Source: an optimization exercise on an open RTL-to-GDS flow (aim: small area). Production flows keep margins and buffers that such runs may drop. Only simulation tests tie the RTL to the original design; equivalence was not proved. No activity file was given, so power comes from the tool's default toggle rates.

==> flow/design.v <==
module branch_target_buffer #(
  parameter int         INDEX_BITS = 4,
  parameter logic [1:0] CTR_INIT   = 2'b01
) (
  input  logic        clk,
  input  logic        rst_n,
  input  logic [31:0] PC_IF,
  input  logic        StallID,
  input  logic        FlushID,
  input  logic        BranchValid_EX,
  input  logic        BranchTaken_EX,
  input  logic [31:0] PC_EX,
  input  logic [31:0] BranchTarget_EX,
  output logic        BranchPredictSel,
  output logic [31:0] BranchPredictTarget,
  output logic        PredictHit_ID
);
  localparam int TAG_BITS = 30 - INDEX_BITS;
  localparam int ENTRIES  = 1 << INDEX_BITS;
  logic                valid_q  [ENTRIES];
  logic [TAG_BITS-1:0] tag_q    [ENTRIES];
  logic [31:0]         target_q [ENTRIES];
  logic [1:0]          ctr_q    [ENTRIES];
  logic [INDEX_BITS-1:0] if_idx, ex_idx;
  logic [TAG_BITS-1:0]   if_tag, ex_tag;
  logic        if_hit, if_taken, ex_hit, upd_en;
  logic [31:0] if_target, upd_target;
  logic [1:0]  ex_ctr, upd_ctr;
  logic        sel_q, sel_d, hit_q, hit_d;
  logic [31:0] tgt_q, tgt_d;
  logic        unused_pc_lsbs;
  assign unused_pc_lsbs = ^{PC_IF[1:0], PC_EX[1:0]};
  assign if_idx    = PC_IF[INDEX_BITS+1:2];
  assign if_tag    = PC_IF[31:INDEX_BITS+2];
  assign ex_idx    = PC_EX[INDEX_BITS+1:2];
  assign ex_tag    = PC_EX[31:INDEX_BITS+2];
  assign if_hit    = valid_q[if_idx] && tag_q[if_idx] == if_tag;
  assign if_taken  = if_hit && ctr_q[if_idx][1];
  assign if_target = if_taken ? target_q[if_idx] : PC_IF + 32'd4;
  assign ex_hit    = valid_q[ex_idx] && tag_q[ex_idx] == ex_tag;
  assign ex_ctr    = ctr_q[ex_idx];
  assign upd_en    = BranchValid_EX && (ex_hit || BranchTaken_EX);
  always_comb begin
    upd_ctr    = !ex_hit ? 2'b10
               : BranchTaken_EX ? (ex_ctr == 2'b11 ? ex_ctr : ex_ctr + 2'd1)
               : (ex_ctr == 2'b00 ? ex_ctr : ex_ctr - 2'd1);
    upd_target = BranchTaken_EX ? BranchTarget_EX : target_q[ex_idx];
    sel_d      = FlushID ? 1'b0  : StallID ? sel_q : if_taken;
    tgt_d      = FlushID ? 32'd0 : StallID ? tgt_q : if_target;
    hit_d      = FlushID ? 1'b0  : StallID ? hit_q : if_hit;
  end
  always_ff @(posedge clk or negedge rst_n) begin
    if (!rst_n) begin
      sel_q <= 1'b0;
      tgt_q <= 32'd0;
      hit_q <= 1'b0;
    end else begin
      sel_q <= sel_d;
      tgt_q <= tgt_d;
      hit_q <= hit_d;
    end
  end
  always_ff @(posedge clk or negedge rst_n) begin
    if (!rst_n) begin
      for (int i = 0; i < ENTRIES; i++) begin
        valid_q[i]  <= 1'b0;
        tag_q[i]    <= '0;
        target_q[i] <= 32'd0;
        ctr_q[i]    <= CTR_INIT;
      end
    end else if (upd_en) begin
      valid_q[ex_idx]  <= 1'b1;
      tag_q[ex_idx]    <= ex_tag;
      target_q[ex_idx] <= upd_target;
      ctr_q[ex_idx]    <= upd_ctr;
    end
  end
  assign BranchPredictSel    = sel_q;
  assign BranchPredictTarget = tgt_q;
  assign PredictHit_ID       = hit_q;
endmodule
==> flow/run.sh <==
#!/bin/bash
# synth_recipe.tcl (not shown) runs the flow's synth.tcl, then flattens the netlist and writes it again
# the make line also repeats each setting of config.mk as NAME=value (left out here)
make -C /OpenROAD-flow-scripts/flow DESIGN_CONFIG=/design/flow/config.mk WORK_HOME=/design/flow/orfs CLKGATE_MAP_FILE= SYNTH_SCRIPT=/design/flow/synth_recipe.tcl finish
==> flow/config.mk <==
export PLATFORM = sky130hd
export DESIGN_NAME = branch_target_buffer
export DESIGN_NICKNAME = branch_target_buffer
export VERILOG_FILES = /design/flow/design.v
export SDC_FILE = /design/flow/constraint.sdc
export NUM_CORES = 4
export LEC_CHECK = 0
export CAP_MARGIN = 20
export CORE_MARGIN = 2
export CORE_UTILIZATION = 40
export SETUP_SLACK_MARGIN = 0.2
export SLEW_MARGIN = 20
==> flow/constraint.sdc <==
create_clock -name core_clock -period 6.5 [get_ports {clk}]
set_input_delay 1.3000 -clock core_clock [delete_from_list [all_inputs] [get_ports {clk}]]
set_output_delay 1.3000 -clock core_clock [all_outputs]
set_load 0.01 [all_outputs]
==> key figures, run 1 <==
Run status
  • Status: timing/DRC/antenna clean

Worst setup path
  • Crit path capture: tgt_q[5]$_DFFE_PN0P_
  • Worst EP required: 7.20 ns
  • Crit start category: input pin
  • FF-to-FF Start: tag_q[4][18]$_DFFE_PN0P_
  • CP endpoint kind: register
  • Flop-to-flop setup slack: 1.87 ns
  • Worst EP arrival: 6.80 ns
  • Register-to-Register Path Depth: 12
  • Critical path peak fanout: 11
  • Critical setup path kind: in2reg
  • Critical Path Source: PC_IF[2]
  • Worst r2r dst: tgt_q[5]$_DFFE_PN0P_

STA
  • Tmin final: 6.10 ns
  • Slew Limit Fails: 0
  • Fin crit share: 0.939
  • Finish-stage setup viols: 0
  • Final Hold Viols: 0
  • Fmax: 164 MHz
  • Setup Skew: 0.0331 ns
  • RSZ-0062 raised after global routing: false
  • TNS Setup: 0 ns
  • Worst Tran Pin Value: 1.29 ns
  • Relative slew margins: 0.139

Synth
  • Synth Register Bits: 1010
  • Seq/Total Area, Yosys: 0.470
  • Synth unique cells: 87
  • Synth Flop Type: dfrtp_1
  • Synth top area share: 0.462
  • Mean Syn Cell Area: 11.4 µm²
  • Yosys top cell by area: dfrtp_1
  • Most frequent cell after synthesis: dfrtp_1
  • Syn. warnings: 5
  • Synth Net Count: 4824
  • Top cells by area in the synthesized netlist: dfrtp_1, mux2_1, mux2_2
  • Post-Synthesis Cells: 4718
  • Post-synth EDFFs: 0
  • Synth Cell Area: 53800 µm²
  • Most common library cells after synthesis: dfrtp_1, mux2_1, mux2_2, a22oi_1, clkbuf_1
  • Fraction of registers with async set/reset: 1.00

Routing
  • DR pass1 iterations: 9
  • Number of vias per cell: 7.07
  • Post-route ant nets: 0
  • 1st-iter DRT viols: 7617
  • DR vias: 47700
  • Met2 wire length: 106 mm
  • WL final: 254 mm
  • M1 wire length: 95.9 mm
  • DR top layer: met5
  • DRC: 0
  • Drt wl/cell: 37.7 µm
  • Met3 WL: 31.4 mm

Global route
  • Pin count of the biggest net entering global routing: 177
  • GRT overflow: 0
  • Gr usage total: 0.362
  • Number of global-route vias before repair: 46000
  • Antenna violations before repair: 18
  • First-pass GRT wire length: 356 mm

Final layout
  • Number of fill cells in the layout: 12300
  • Layout area overhead: 17.5%
  • Layout cells sized above 1: 0.216
  • Nets: 4977
  • Fin area: 63300 µm²

Pwr
  • Max IR drop VDD: 237 µV
  • Power Dens Cells: 294 nW/µm²
  • LEAKAGE: 0.0282 µW

Clock network
  • Clock buffer depth: 3
  • CTS root buffer: clkbuf_16
  • Reg clk slew, reported paths: 0.06 ns
  • CTS tree: yes
  • Skew-Pair Late Insertion Delay: 0.78 ns
  • Clock Sinks: 1010
  • H-tree depth: 3
  • TritonCTS Buffers: 109
  • Setup bufs post-CTS: 0
  • CTS Hold Bufs: 0

Floorplan
  • Total I/O pin count: 136
  • Die X: 371 µm
  • Die height: 371 µm
  • Die area: 137000 µm²
  • Row Count: 134
  • Initial Util: 0.403
  • Core area: 133000 µm²

Place
  • Post-DP Area: 59200 µm²
  • GPL Wtd Cong: 1.01
  • I/O Buffers: 133
  • Hpwl dp: 161 mm

Min path
  • Hold WC Path Type: reg2reg
  • Hold depth: 1

Job
  • Max cap viols: 0
==> routing by layer <==
metal,vias to the layer above,GRT usage
met1,24300,0.468
met2,3760,0.523
met3,1054,0.110
met4,18,0.242
met5,-,0
li1,18500,-
==> cells in the final DEF, fill, tap and decap left out, types with 27 or more instances in the layout <==
cell type        netlist  layout
nor3_1                49      46
clkdlybuf4s50_1        0     125
mux2_1               574     574
a222oi_1              45      45
nand4_1               60      60
dfrtp_1              994     994
inv_1                 57      57
nand2b_1              45      45
mux2_2               374     374
a221oi_1             151     151
a21oi_1              125     125
clkbuf_8               0      32
a31oi_1               27      27
buf_4                 43     324
o2bb2ai_1             27      27
nand3_1              122     122
nand2_1              214     207
or3_1                 27      27
clkbuf_16              0     111
o21ai_0              106     105
nor2_1               118      99
mux2i_1              110     110
a22oi_1              303     303
o22ai_1               80      80
buf_12                 0      67
a22o_1               144     144
==> worst min path at each step <==
stage                                  from                      end  slack (ns)
global route        ctr_q[7][0]$_DFFE_PN1P_  ctr_q[7][0]$_DFFE_PN1P_        0.49
CTS                   tgt_q[29]$_DFFE_PN0P_    tgt_q[29]$_DFFE_PN0P_        0.48
finish                tgt_q[29]$_DFFE_PN0P_    tgt_q[29]$_DFFE_PN0P_        0.48
global placement      tgt_q[29]$_DFFE_PN0P_    tgt_q[29]$_DFFE_PN0P_        0.47
floorplan            valid_q[2]$_DFFE_PN0P_   valid_q[2]$_DFFE_PN0P_        0.45
detailed placement    tgt_q[29]$_DFFE_PN0P_    tgt_q[29]$_DFFE_PN0P_        0.47
==> state kept, by name, summed over array words and instances (netlist names) <==
name,cells
valid_q,16
tgt_q,32
target_q,512
ctr_q,32
sel_q,1
tag_q,416
hit_q,1
==> worst max-delay path, cell delays in order <==
cell and delay, ns:
clkdlybuf4s50_1 0.48, inv_1 0.23, ha_4 0.37, o21ai_1 0.32, nand2_4 0.37, o221ai_1 0.20, nor3_2 0.44, buf_4 0.21
mux2_2 0.32, a2111oi_0 0.56, buf_4 0.21, nand4_1 0.16, or4_2 0.84, buf_4 0.24, nor4_1 0.35, a221o_1 0.16
==> timing repair <==
item                                   4_1_cts  5_1_grt
endpoints found under the hold margin        0        0
gates resized for setup                      0        4
setup endpoints to repair                    0       32
==> through the flow <==
stage	power [µW]	std cells	worst slack [ns]	hold WS (ns)	util
after floorplan	9920	4718	1.61	0.450	-
after global placement	11500	6524	-0.416	0.469	0.443
after detailed placement	11600	6525	-0.475	0.468	0.444
after CTS	18500	6730	0.283	0.480	0.473
after global routing	19100	6734	0.305	0.490	0.474
final	18600	6739	0.398	0.477	0.474
==> final cells by class <==
class / instances / area, µm² / share of cell area
Antenna cell: 6 / 15.0 / 0.000237
Tap cell: 1768 / 2210 / 0.0350
Inverter: 61 / 229 / 0.00362
Clock inverter: 49 / 713 / 0.0113
Multi-Input combinational cell: 3170 / 26400 / 0.418
Clock buffer: 156 / 3270 / 0.0516
Sequential cell: 1010 / 25300 / 0.400
Timing Repair Buffer: 519 / 5080 / 0.0803
==> where the power goes <==
group	internal [µW]	switching (µW)	total (µW)
Sequential	7360	1040	8400
Combinational	1420	1840	3260
Clock	4100	2850	6950
Total	12900	5730	18600
==> kinds of logic (layout without fill, tap and decap cells) <==
group	after synthesis	after routing	synth area share
compound gates	1249	1249	0.177
mux	1063	1063	0.221
flops	1010	1010	0.470
simple gates	818	819	0.0800
buf+inv	539	785	0.0453
xor+xnor	35	35	0.00570
fa+ha+maj	4	4	0.000930
other cells	0	6	0
==> run 2: changes to the inputs <==
==> flow/design.v (replaced) <==
module branch_target_buffer (
  input  logic        clk,
  input  logic        rst_n,
  input  logic [31:0] PC_IF,
  input  logic        StallID,
  input  logic        FlushID,
  input  logic        BranchValid_EX,
  input  logic        BranchTaken_EX,
  input  logic [31:0] PC_EX,
  input  logic [31:0] BranchTarget_EX,
  output logic        BranchPredictSel,
  output logic [31:0] BranchPredictTarget,
  output logic        PredictHit_ID
);
  localparam int ENTRIES = 16;
  logic [ENTRIES-1:0] valid_q;
  logic [25:0]        tag_q    [ENTRIES];
  logic [31:0]        target_q [ENTRIES];
  logic [1:0]         ctr_q    [ENTRIES];
  logic [3:0]  if_idx, ex_idx;
  logic [25:0] if_tag, ex_tag;
  logic        if_hit, if_taken, ex_hit;
  logic [1:0]  ex_ctr, upd_ctr;
  logic        alloc_en, ctr_en;
  logic        sel_q, hit_q;
  logic [31:0] tgt_q;
  assign if_idx    = PC_IF[5:2];
  assign if_tag    = PC_IF[31:6];
  assign ex_idx    = PC_EX[5:2];
  assign ex_tag    = PC_EX[31:6];
  logic [ENTRIES-1:0] if_sel, ex_sel;
  logic        if_v, ex_v, if_c1;
  logic [25:0] if_t, ex_t;
  logic [31:0] if_tg;
  always_comb begin
    if_v = 1'b0; ex_v = 1'b0; if_c1 = 1'b0; ex_ctr = 2'b00;
    if_t = '0; ex_t = '0; if_tg = '0;
    for (int i = 0; i < ENTRIES; i++) begin
      if_sel[i] = if_idx == i[3:0];
      ex_sel[i] = ex_idx == i[3:0];
      if_v   = if_v   | (if_sel[i] & valid_q[i]);
      if_c1  = if_c1  | (if_sel[i] & ctr_q[i][1]);
      if_t   = if_t   | ({26{if_sel[i]}} & tag_q[i]);
      if_tg  = if_tg  | ({32{if_sel[i]}} & target_q[i]);
      ex_v   = ex_v   | (ex_sel[i] & valid_q[i]);
      ex_ctr = ex_ctr | ({2{ex_sel[i]}} & ctr_q[i]);
      ex_t   = ex_t   | ({26{ex_sel[i]}} & tag_q[i]);
    end
  end
  assign if_hit    = if_v && if_t == if_tag;
  assign if_taken  = if_hit && if_c1;
  assign ex_hit    = ex_v && ex_t == ex_tag;
  assign alloc_en  = BranchValid_EX && BranchTaken_EX;
  assign ctr_en    = BranchValid_EX && (ex_hit || BranchTaken_EX);
  always_comb begin
    upd_ctr = !ex_hit ? 2'b10
            : BranchTaken_EX ? (ex_ctr == 2'b11 ? ex_ctr : ex_ctr + 2'd1)
            : (ex_ctr == 2'b00 ? ex_ctr : ex_ctr - 2'd1);
  end
  logic        ld, ld_t, ld_p, hold;
  logic [31:0] pc4, tgt_d;
  assign pc4   = {PC_IF[31:2] + 30'd1, PC_IF[1:0]};
  assign ld    = !FlushID && !StallID;
  assign ld_t  = ld && if_taken;
  assign ld_p  = ld && !if_taken;
  assign hold  = !FlushID && StallID;
  assign tgt_d = ({32{ld_t}} & if_tg) | ({32{ld_p}} & pc4) | ({32{hold}} & tgt_q);
  always_ff @(posedge clk or negedge rst_n) begin
    if (!rst_n) begin
      sel_q <= 1'b0;
      tgt_q <= 32'd0;
      hit_q <= 1'b0;
    end else begin
      sel_q <= ld_t | (hold & sel_q);
      tgt_q <= tgt_d;
      hit_q <= (ld & if_hit) | (hold & hit_q);
    end
  end
  always_ff @(posedge clk or negedge rst_n) begin
    if (!rst_n) valid_q <= '0;
    else if (alloc_en) valid_q[ex_idx] <= 1'b1;
  end
  always_ff @(posedge clk) begin
    if (alloc_en) begin
      tag_q[ex_idx]    <= ex_tag;
      target_q[ex_idx] <= BranchTarget_EX;
    end
    if (ctr_en) ctr_q[ex_idx] <= upd_ctr;
  end
  assign BranchPredictSel    = sel_q;
  assign BranchPredictTarget = tgt_q;
  assign PredictHit_ID       = hit_q;
endmodule
==> key figures, run 2 <==
Worst setup path
  • FF-to-FF Start: tag_q[4][19]$_DFFE_PP_ (was tag_q[4][18]$_DFFE_PN0P_)
  • Crit start category: input pin (unchanged)
  • Critical Path Source: PC_EX[2] (was PC_IF[2])
  • Critical setup path kind: in2reg (unchanged)
  • Critical path peak fanout: 48 (was 11)
  • Worst EP arrival: 5.69 ns (was 6.80 ns)
  • CP endpoint kind: register (unchanged)
  • Worst EP required: 6.86 ns (was 7.20 ns)

Synth
  • Synth top area share: 0.682 (was 0.462)
  • Top cells by area in the synthesized netlist: edfxtp_1, a22oi_1, a221oi_1 (was dfrtp_1, mux2_1, mux2_2)
  • Mean Syn Cell Area: 15.2 µm² (was 11.4 µm²)
  • Synth unique cells: 76 (was 87)
  • Synth Flop Type: edfxtp_1 (was dfrtp_1)
  • Synth Register Bits: 1010 (unchanged)
  • Most frequent cell after synthesis: edfxtp_1 (was dfrtp_1)
  • Fraction of registers with async set/reset: 0.0495 (was 1.00)
  • Seq/Total Area, Yosys: 0.712 (was 0.470)
  • Yosys top cell by area: edfxtp_1 (was dfrtp_1)
  • Post-synth EDFFs: 960 (was 0)
  • Syn. warnings: 1 (was 5)
  • Most common library cells after synthesis: edfxtp_1, a22oi_1, a221oi_1, nand2_1 (was dfrtp_1, mux2_1, mux2_2, a22oi_1, clkbuf_1)
  • Synth Net Count: 2897 (was 4824)
  • Synth Cell Area: 42300 µm² (was 53800 µm²)
  • Post-Synthesis Cells: 2786 (was 4718)

STA
  • RSZ-0062 raised after global routing: false (unchanged)
  • Tmin final: 5.33 ns (was 6.10 ns)
  • Slew Limit Fails: 0 (unchanged)
  • Hold slack: 0.482 ns (was 0.477 ns)
  • Fmax: 187 MHz (was 164 MHz)
  • Setup Skew: 0.0612 ns (was 0.0331 ns)
  • Relative slew margins: 0.291 (was 0.139)
  • TNS Setup: 0 ns (unchanged)
  • Finish-stage setup viols: 0 (unchanged)
  • Worst Tran Pin Value: 1.06 ns (was 1.29 ns)
  • Final Hold Viols: 0 (unchanged)
  • Fin crit share: 0.821 (was 0.939)

Pwr
  • LEAKAGE: 0.0158 µW (was 0.0282 µW)
  • Int Power: 11100 µW (was 12900 µW)
  • Max IR drop VDD: 243 µV (was 237 µV)
  • Switch Pwr: 3390 µW (was 5730 µW)
  • Total Power: 14500 µW (was 18600 µW)
  • Logic gate share of total power: 0.080 (was 0.175)
  • Part of the power in the clock network: 0.418 (was 0.373)
  • Power Dens Cells: 293 nW/µm² (was 294 nW/µm²)
  • Power share of the sequential group: 0.502 (was 0.451)
  • Sw Ratio: 0.233 (was 0.308)

Floorplan
  • Total I/O pin count: 136 (unchanged)
  • Die height: 329 µm (was 371 µm)
  • Row Count: 119 (was 134)
  • Die area: 108000 µm² (was 137000 µm²)
  • Initial Util: 0.402 (was 0.403)
  • Core area: 105000 µm² (was 133000 µm²)
  • Die X: 329 µm (was 371 µm)

Routing
  • DRC: 0 (unchanged)
  • Post-route ant nets: 0 (unchanged)
  • WL final: 157 mm (was 254 mm)
  • 1st-iter DRT viols: 5600 (was 7617)
  • DR pass1 iterations: 10 (was 9)
  • DR top layer: met5 (unchanged)
  • M1 wire length: 59.4 mm (was 95.9 mm)
  • Met3 WL: 20.7 mm (was 31.4 mm)
  • Number of vias per cell: 6.85 (was 7.07)
  • DR vias: 30400 (was 47700)
  • Drt wl/cell: 35.3 µm (was 37.7 µm)
  • Met2 wire length: 69.4 mm (was 106 mm)

Global route
  • GRT overflow: 0 (unchanged)
  • Gr usage total: 0.284 (was 0.362)
  • Number of global-route vias before repair: 29300 (was 46000)
  • Antenna violations before repair: 8 (was 18)
  • Pin count of the biggest net entering global routing: 52 (was 177)
  • First-pass GRT wire length: 220 mm (was 356 mm)

Place
  • GPL Wtd Cong: 0.938 (was 1.01)
  • I/O Buffers: 133 (unchanged)
  • Hpwl dp: 91.3 mm (was 161 mm)

Run status
  • Status: timing/DRC/antenna clean (unchanged)

Final layout
  • Max reg flops: 512 (unchanged)
  • Final core utilization: 0.472 (was 0.474)
  • Largest regs: target_q x512, tag_q x416 (unchanged)
  • Layout area overhead: 17.4% (was 17.5%)
  • Nets: 3066 (was 4977)
  • Largest Register: target_q (unchanged)
  • Commonest non-fill, non-tap cells in the layout: edfxtp_1, a22oi_1, a221oi_1, buf_4, clkdlybuf4s50_1 (was dfrtp_1, mux2_1, mux2_2, buf_4, a22oi_1)
  • Commonest non-fill, non-tap cell in the layout: edfxtp_1 (was dfrtp_1)
  • Layout cells sized above 1: 0.132 (was 0.216)

Clock network
  • Clock Sinks: 1010 (unchanged)
  • Skew-Pair Late Insertion Delay: 0.70 ns (was 0.78 ns)
  • CTS root buffer: clkbuf_16 (unchanged)
  • CTS tree: yes (unchanged)
  • TritonCTS Buffers: 100 (was 109)
  • CTS Hold Bufs: 0 (unchanged)
  • Clock buffer depth: 3 (unchanged)
  • Setup bufs post-CTS: 0 (unchanged)
  • Reg clk slew, reported paths: 0.06 ns (about the same)
  • # resized after CTS: 0 (unchanged)
  • H-tree depth: 3 (unchanged)

Min path
  • Worst hold start: valid_q[4]$_DFFE_PN0P_ (was tgt_q[29]$_DFFE_PN0P_)
  • Hold WC Path Type: reg2reg (unchanged)

Job
  • Max cap viols: 0 (unchanged)
-- run 2: metal layers --
metal / GRT usage / vias up
met1: 0.392 / 15400
met5: 0 / -
li1: - / 12000
met4: 0.113 / 14
met2: 0.432 / 2527
met3: 0.0709 / 445
-- run 2: power by group through the flow --
stage                     clock, µW  sequential [µW]  combinational [µW]
final                          6080             7300                1160
after global routing           6380             7310                1200
after CTS                      6120             7300                1130
after detailed placement          0             7440                1120
after global placement            0             7430                1110
after floorplan                   0             7420                 536
-- run 2: worst max-delay path: stages --
cell and delay (ns):
clkdlybuf4s50_1 0.58, inv_1 0.26, ha_4 0.64, a222oi_1 0.14
mux4_2 0.52, and4_1 0.25, nor4_1 0.58, nand4_1 0.25
nor4_1 0.33, buf_4 0.17, o21ai_1 0.05, buf_4 0.22
nor3_1 0.30
-- run 2: cell type report --
class                   instances  area, µm²
clock inverters                59        751
flip-flops and latches       1010      30100
repair buffers                287       2780
diodes                          2       5.00
inverters                      18       67.6
multi-input cells            1538      11500
clock buffers                 129       2710
fillers                      9056      55500
well taps                    1391       1740
-- run 2: final timing paths --
check / cells after the start / endpoint / slack (ns)
max in group asynchronous: 1 / tgt_q[26]$_DFF_PN0_ / 5.22
hold reg to reg: 1 / valid_q[4]$_DFFE_PN0P_ / 0.48
setup / recovery: 13 / ctr_q[3][0]$_DFFE_PP_ / 1.17
min in group asynchronous: 1 / valid_q[4]$_DFFE_PN0P_ / 0.68
hold / removal: 1 / valid_q[4]$_DFFE_PN0P_ / 0.48
setup reg to reg: 11 / tgt_q[9]$_DFF_PN0_ / 2.64
-- run 2: metrics by stage --
step / setup slack [ns] / instance area, µm² / cells
after floorplan: 0.638 / 42300 / 2786
after global placement: 0.615 / 46100 / 4244
after detailed placement: 0.540 / 46100 / 4244
after CTS: 1.27 / 49600 / 4432
after global routing: 0.806 / 49600 / 4432
final: 1.17 / 49600 / 4434
-- run 2: cells by family after synthesis --
kind of cell / share of synthesized area
AND/OR/NAND/NOR: 0.0622
AO/OA/AOI/OAI: 0.162
flip-flops: 0.712
multiplexers: 0.0267
adder cells (fa/ha/maj): 0.00266
buffers and inverters: 0.0239
XOR/XNOR: 0.0108

[port drivers added, routing unchanged]
Ports are ideal in the flow. The routed layouts listed here were re-timed in OpenROAD. Step 1: set_driving_cell puts a clkbuf_16 on clk and a buf_2 on each other input, an assumption about the parent block. Step 2 times the ports against the registers' clock, not the clock port: input delays grow and output delays shrink by t, the midpoint of the rising clock arrivals with the driver on. Three values: ideal, step 1, step 2; two values: the first two.
run	t (ns)	slack for setup (ns)	worst hold slack (ns)	slew at the worst register clock pin (ns)
run 1	0.843	0.398 / 0.453 / -0.390	0.477 / 0.477 / 0.477	0.07 / 0.07
run 2	0.746	1.167 / 1.129 / 0.383	0.482 / 0.482 / 0.482	0.07 / 0.07
With both steps, setup timing fails in run 1, where it was met with ideal ports. For run 1, which loses most, drivers alone change the setup slack by +0.055 ns; drivers and shift together by -0.788 ns.
